Source: an optimization exercise on an open RTL-to-GDS flow (aim: small area, a short achievable clock period and few clock cycles per item). Production flows keep margins and buffers that such runs may drop.
At most, simulation tests tie the RTL to the original design; equivalence was not proved.
No driver is modelled on the clock port, so clock power and skew are understated where the tree is cut down; a real chip needs a root buffer or a tree.
Power is estimated from default activity; no workload was simulated.

job 4099:
// fetch_top
module fetch_top #(
    parameter int LO_W    = 6,
    parameter int CREDITS = 2
) (
    input  logic        clk,
    input  logic        rst_n_i,
    input  logic        redirect_valid_i,
    input  logic [31:0] redirect_pc_i,
    input  logic        credit_return_i,
    input  logic [7:0]  mem_data_i,
    output logic        fetch_valid_o,
    output logic [31:0] fetch_pc_o,
    output logic [31:0] fetch_insn_o,
    output logic        mem_rd_o,
    output logic [31:0] mem_addr_o
);
    localparam int LO = LO_W + 2;
    logic [31:LO]   hi_q;
    logic [LO-1:2]  rd_lo_q;
    logic [LO-1:2]  dl_lo_q;
    logic [1:0]     off_q;       
    logic [31:0]    insn_q;      
    logic           done_q;      
    logic           valid_q;     
    logic           carry_q;     
    logic [1:0]     occ_q;       
    logic           room;
    logic           last;
    logic           take;
    logic           wrap;
    assign room = (occ_q + {1'b0, valid_q}) < 2'(CREDITS);
    assign last = (off_q == 2'd3) && !carry_q;
    assign take = last && room;
    assign wrap = &rd_lo_q;
    always_ff @(posedge clk) begin
        if (!rst_n_i) begin
            hi_q    <= '0;
            rd_lo_q <= '0;
            off_q   <= 2'd0;
            done_q  <= 1'b0;
            valid_q <= 1'b0;
            carry_q <= 1'b0;
            occ_q   <= 2'd0;
        end else begin
  ...
For scale: roughly 75 flip-flops, roughly 140 I/O pins, ~0.0029 mm^2 of cells after synthesis.
Settings: LEC_CHECK=0, CAP_MARGIN=20, CORE_MARGIN=2, CORE_UTILIZATION=40, SLEW_MARGIN=20; clock period 7.0 ns.
standard.sh (not shown) runs the stock make flow with config.mk's settings and CLKGATE_MAP_FILE= SYNTH_SCRIPT=/design/flow/synth_recipe.tcl, a recipe that flattens the netlist after the stock synthesis.
==> flow/flow/run.sh <==
#!/bin/bash
# standard layout, with plain buf_1 port buffers instead of the default choice
set -euo pipefail
export BUFFER_PORTS_ARGS="-buffer_cell sky130_fd_sc_hd__buf_1"
bash standard.sh > flow_standard.log 2>&1
Testbench counts of job 4099, summed over its fixed seeds: cycles 69,980, items 16,000.
diff inputs: job 4099 => job 4377
# job 4099
export LEC_CHECK = 0
export CAP_MARGIN = 20
export CORE_MARGIN = 2
export CORE_UTILIZATION = 40
export SLEW_MARGIN = 20
create_clock -name core_clock -period 7.0 [get_ports {clk}]
# job 4377
export LEC_CHECK = 0
export ABC_CLOCK_PERIOD_IN_PS = 2400
export CAP_MARGIN = 20
export CORE_MARGIN = 2
export CORE_UTILIZATION = 40
export SETUP_SLACK_MARGIN = 4.6
export SLEW_MARGIN = 20
create_clock -name core_clock -period 7.0 [get_ports {clk}]
==> flow/flow/run.sh <==
#!/bin/bash
# standard layout with plain buf_1 port buffers and adjusted clock tree options
set -euo pipefail
export BUFFER_PORTS_ARGS="-buffer_cell sky130_fd_sc_hd__buf_1"
export CTS_ARGS="-repair_clock_nets -dont_use_dummy_load -root_buf sky130_fd_sc_hd__clkbuf_16 -buf_list sky130_fd_sc_hd__clkbuf_16"
bash standard.sh > flow_standard.log 2>&1
--- outcome ---
The flow did not stop early for job 4377: all stages ran, and the layout cleared the timing, design-rule and antenna checks.
Diff job 4099 -> job 4377 | met2 wire length | down slightly
Diff job 4099..job 4377 | final area | negligible
Est. power | job 4377 vs job 4099 | job 4377 lower
In job 4377, global-route usage over all layers is lower than in job 4099.
Per the comparison of job 4377 with job 4099, sequential share of layout area was more or less identical, worst setup slack went up by 0.095 ns, met1 routed wirelength after detailed routing went up by about 0.36%, share of the cycle needed by the critical path after routing went down by 1.4 points.
Die area: job 4099 vs job 4377 — no meaningful difference
#### Input delta (job 6719 over job 4377)
# job 4377
export LEC_CHECK = 0
export ABC_CLOCK_PERIOD_IN_PS = 2400
export CAP_MARGIN = 20
export CORE_MARGIN = 2
export CORE_UTILIZATION = 40
export SETUP_SLACK_MARGIN = 4.6
export SLEW_MARGIN = 20
create_clock -name core_clock -period 7.0 [get_ports {clk}]
# job 6719
export LEC_CHECK = 0
export CAP_MARGIN = 20
export CORE_MARGIN = 2
export CORE_UTILIZATION = 40
export GPL_TIMING_DRIVEN = 1
export SETUP_SLACK_MARGIN = 4.6
export SLEW_MARGIN = 20
create_clock -name core_clock -period 7.0 [get_ports {clk}]
==> flow/flow/run.sh <==
#!/bin/bash
# standard layout with plain buf_1 port buffers and adjusted clock tree options
set -euo pipefail
export BUFFER_PORTS_ARGS="-buffer_cell sky130_fd_sc_hd__buf_1"
export CTS_ARGS="-sink_clustering_enable -repair_clock_nets -dont_use_dummy_load"
bash standard.sh > flow_standard.log 2>&1
--- outcome ---
The data arrival at the endpoint of the critical path of job 6719 falls short of that of job 4377 by 0.03 ns. Job 6719 ends up with a pin slew with the least headroom to its limit that is 0.0044 ns higher than in job 4377. Reported for job 4377 and job 6719, effective utilization at floorplan turned out identical to the last digit.


The RTL this note starts from:
==> flow/design.v <==
`timescale 1ns/1ns
package fetch_pkg;
    parameter int XLEN = 32;
    typedef logic [XLEN-1:0] addr_t;
    typedef union packed {
        logic [3:0][7:0] bytes;
        logic [XLEN-1:0] word;
    } insn_word_u;
    typedef struct packed {
        logic  valid;
        addr_t pc;
    } lookup_t;
    typedef struct packed {
        logic       valid;
        addr_t      pc;
        insn_word_u insn;
    } fetch_t;
    typedef struct packed {
        logic  valid;
        addr_t pc;
    } redirect_t;
    typedef struct packed {
        logic       valid;
        addr_t      pc;
        insn_word_u data;
    } fill_t;
endpackage
`timescale 1ns/1ns
module fetch_pc_next #(
    parameter int LO_W = 6
) (
    input  logic [29-LO_W:0] hi_i,
    input  logic [LO_W-1:0]  lo_i,
    input  logic             hi_step_i,
    input  logic             lo_step_i,
    output logic [29-LO_W:0] hi_o,
    output logic [LO_W-1:0]  lo_o
);
    assign hi_o = hi_i + {{(29-LO_W){1'b0}}, hi_step_i};
    assign lo_o = lo_i + {{(LO_W-1){1'b0}}, lo_step_i};
endmodule
module fetch_pc_load #(
    parameter int W = 30
) (
    input  logic         rst_n_i,
    input  logic         redirect_i,
    input  logic [W-1:0] target_i,
    input  logic [W-1:0] next_i,
    output logic [W-1:0] d_o
);
    logic load;
    assign load = !rst_n_i || redirect_i;
    assign d_o  = load ? (target_i & {W{rst_n_i}}) : next_i;
endmodule
`timescale 1ns/1ns
module fetch_top #(
    parameter int LO_W    = 6,
    parameter int CREDITS = 2
) (
    input  logic        clk,
    input  logic        rst_n_i,
    input  logic        redirect_valid_i,
    input  logic [31:0] redirect_pc_i,
    input  logic        credit_return_i,
    input  logic [7:0]  mem_data_i,
    output logic        fetch_valid_o,
    output logic [31:0] fetch_pc_o,
    output logic [31:0] fetch_insn_o,
    output logic        mem_rd_o,
    output logic [31:0] mem_addr_o
);
    localparam int LO = LO_W + 2;
    logic [31:LO]   hi_q;
    logic [LO-1:2]  rd_lo_q;
    logic [LO-1:2]  dl_lo_q;
    logic [1:0]     off_q;       
    logic [31:0]    insn_q;      
    logic           done_q;      
    logic           valid_q;     
    logic           carry_q;     
    logic [1:0]     occ_q;       
    logic           room;
    logic           last;
    logic           take;
    logic           wrap;
    assign room = (occ_q + {1'b0, valid_q}) < 2'(CREDITS);
    assign last = (off_q == 2'd3) && !carry_q;
    assign take = last && room;
    assign wrap = &rd_lo_q;
    always_ff @(posedge clk) begin
        if (!rst_n_i) begin
            done_q  <= 1'b0;
            valid_q <= 1'b0;
            carry_q <= 1'b0;
            occ_q   <= 2'd0;
        end else begin
            occ_q <= occ_q + {1'b0, valid_q} - {1'b0, credit_return_i};
            if (redirect_valid_i) begin
                done_q  <= 1'b0;
                valid_q <= 1'b0;
                carry_q <= 1'b0;
            end else begin
                done_q  <= take;
                valid_q <= done_q;
                if (take) begin
                    carry_q <= wrap;
                end
                if (carry_q && valid_q) begin
                    carry_q <= 1'b0;
                end
            end
        end
    end
    logic [31:LO]  hi_next;
    logic [LO-1:2] lo_next;
    logic [31:2]   addr_d;
    logic [1:0]    off_d;
    fetch_pc_next #(.LO_W(LO_W)) pc_next_inst (
        .hi_i(hi_q), .lo_i(rd_lo_q), .hi_step_i(carry_q & valid_q), .lo_step_i(take),
        .hi_o(hi_next), .lo_o(lo_next)
    );
    fetch_pc_load #(.W(30)) addr_load_inst (
        .rst_n_i(rst_n_i), .redirect_i(redirect_valid_i), .target_i(redirect_pc_i[31:2]),
        .next_i({hi_next, lo_next}), .d_o(addr_d)
    );
    fetch_pc_load #(.W(2)) off_load_inst (
        .rst_n_i(rst_n_i), .redirect_i(redirect_valid_i), .target_i(2'd0),
        .next_i(off_q + {1'b0, !carry_q}), .d_o(off_d)
    );
    always_ff @(posedge clk) begin
        {hi_q, rd_lo_q} <= addr_d;
        off_q           <= off_d;
    end
    always_ff @(posedge clk) begin
        insn_q <= {mem_data_i, insn_q[31:8]};
        if (take) begin
            dl_lo_q <= rd_lo_q;
        end
    end
    assign mem_rd_o      = 1'b1;
    assign mem_addr_o    = {hi_q, rd_lo_q, off_q};
    assign fetch_valid_o = valid_q;
    assign fetch_pc_o    = {hi_q, dl_lo_q, 2'b00};
    assign fetch_insn_o  = insn_q;
endmodule
Settings: LEC_CHECK=0, CAP_MARGIN=20, CORE_MARGIN=2, CORE_UTILIZATION=40, PLACE_DENSITY=0.8, SETUP_SLACK_MARGIN=4.78, SLEW_MARGIN=20, SYNTH_HIERARCHICAL=1, SYNTH_MINIMUM_KEEP_SIZE=0; clock period 7.0 ns.
==> flow/flow/run.sh <==
#!/bin/bash
# standard layout with plain buf_1 port buffers and a one-level clock tree
set -euo pipefail
export BUFFER_PORTS_ARGS="-buffer_cell sky130_fd_sc_hd__buf_1"
export CTS_ARGS="-sink_clustering_enable -repair_clock_nets -dont_use_dummy_load"
export POST_CTS_TCL="$PWD/flow/post_cts.tcl"
bash standard.sh > flow_standard.log 2>&1
Other scripts of this flow, unchanged in this note and not shown: flow/flow/post_cts.tcl
The first run finished with timing, DRC and antenna clean.
Rerun with:
--- a/flow/config.mk
+++ b/flow/config.mk
@@ -11,3 +11,3 @@
 export PLACE_DENSITY = 0.8
-export SETUP_SLACK_MARGIN = 4.78
+export SETUP_SLACK_MARGIN = 4.7
 export SLEW_MARGIN = 20
Clock skew came out higher by 0.0044 ns; core utilization came out lower by 7.9 points; setup slack is worse by 0.062 ns; area after synthesis stays the same; cell area came out lower by 14%; critical path depth does not change; power came out lower by 5.1%.
Function was not checked in any run of this note: the RTL went through the layout flow alone. No run of this note takes its clock network from TritonCTS; it comes from the design's own scripts or RTL.

## what the ideal ports hide
The flow's constraints put no driver on any port. The routed layouts listed below were extracted and timed again, unchanged, in two steps.
Step 1 assumes that a clkbuf_16 drives the clock port and a buf_2 every other input.
Step 2, shift: input delay + t, output delay - t, t = (earliest + latest rising clock arrival at the registers) / 2. This alone moves slack from input paths to output paths.
a / b / c = no drivers / after step 1 / after step 2; a / b = the first two.
run | shift t [ns] | slack for setup (ns) | slew at the worst register clock pin (ns) | pins driven straight from the clock port
job 4099 | 0.370 | 4.546 / 4.517 / 4.211 | 0.09 / 0.09 | 1
job 4377 | 0.357 | 4.642 / 4.607 / 4.341 | 0.07 / 0.07 | 1
job 6719 | 0.363 | 4.667 / 4.637 / 4.395 | 0.09 / 0.09 | 1
the first run of note 2 | 0.219 | 4.842 / 4.844 / 4.655 | 0.12 / 0.12 | 4
the second run of note 2 | 0.215 | 4.781 / 4.796 / 4.595 | 0.12 / 0.12 | 4
After both steps setup and hold are still met in every run listed. For job 4099, which loses most, drivers alone change the setup slack by -0.029 ns; drivers and shift together by -0.335 ns.
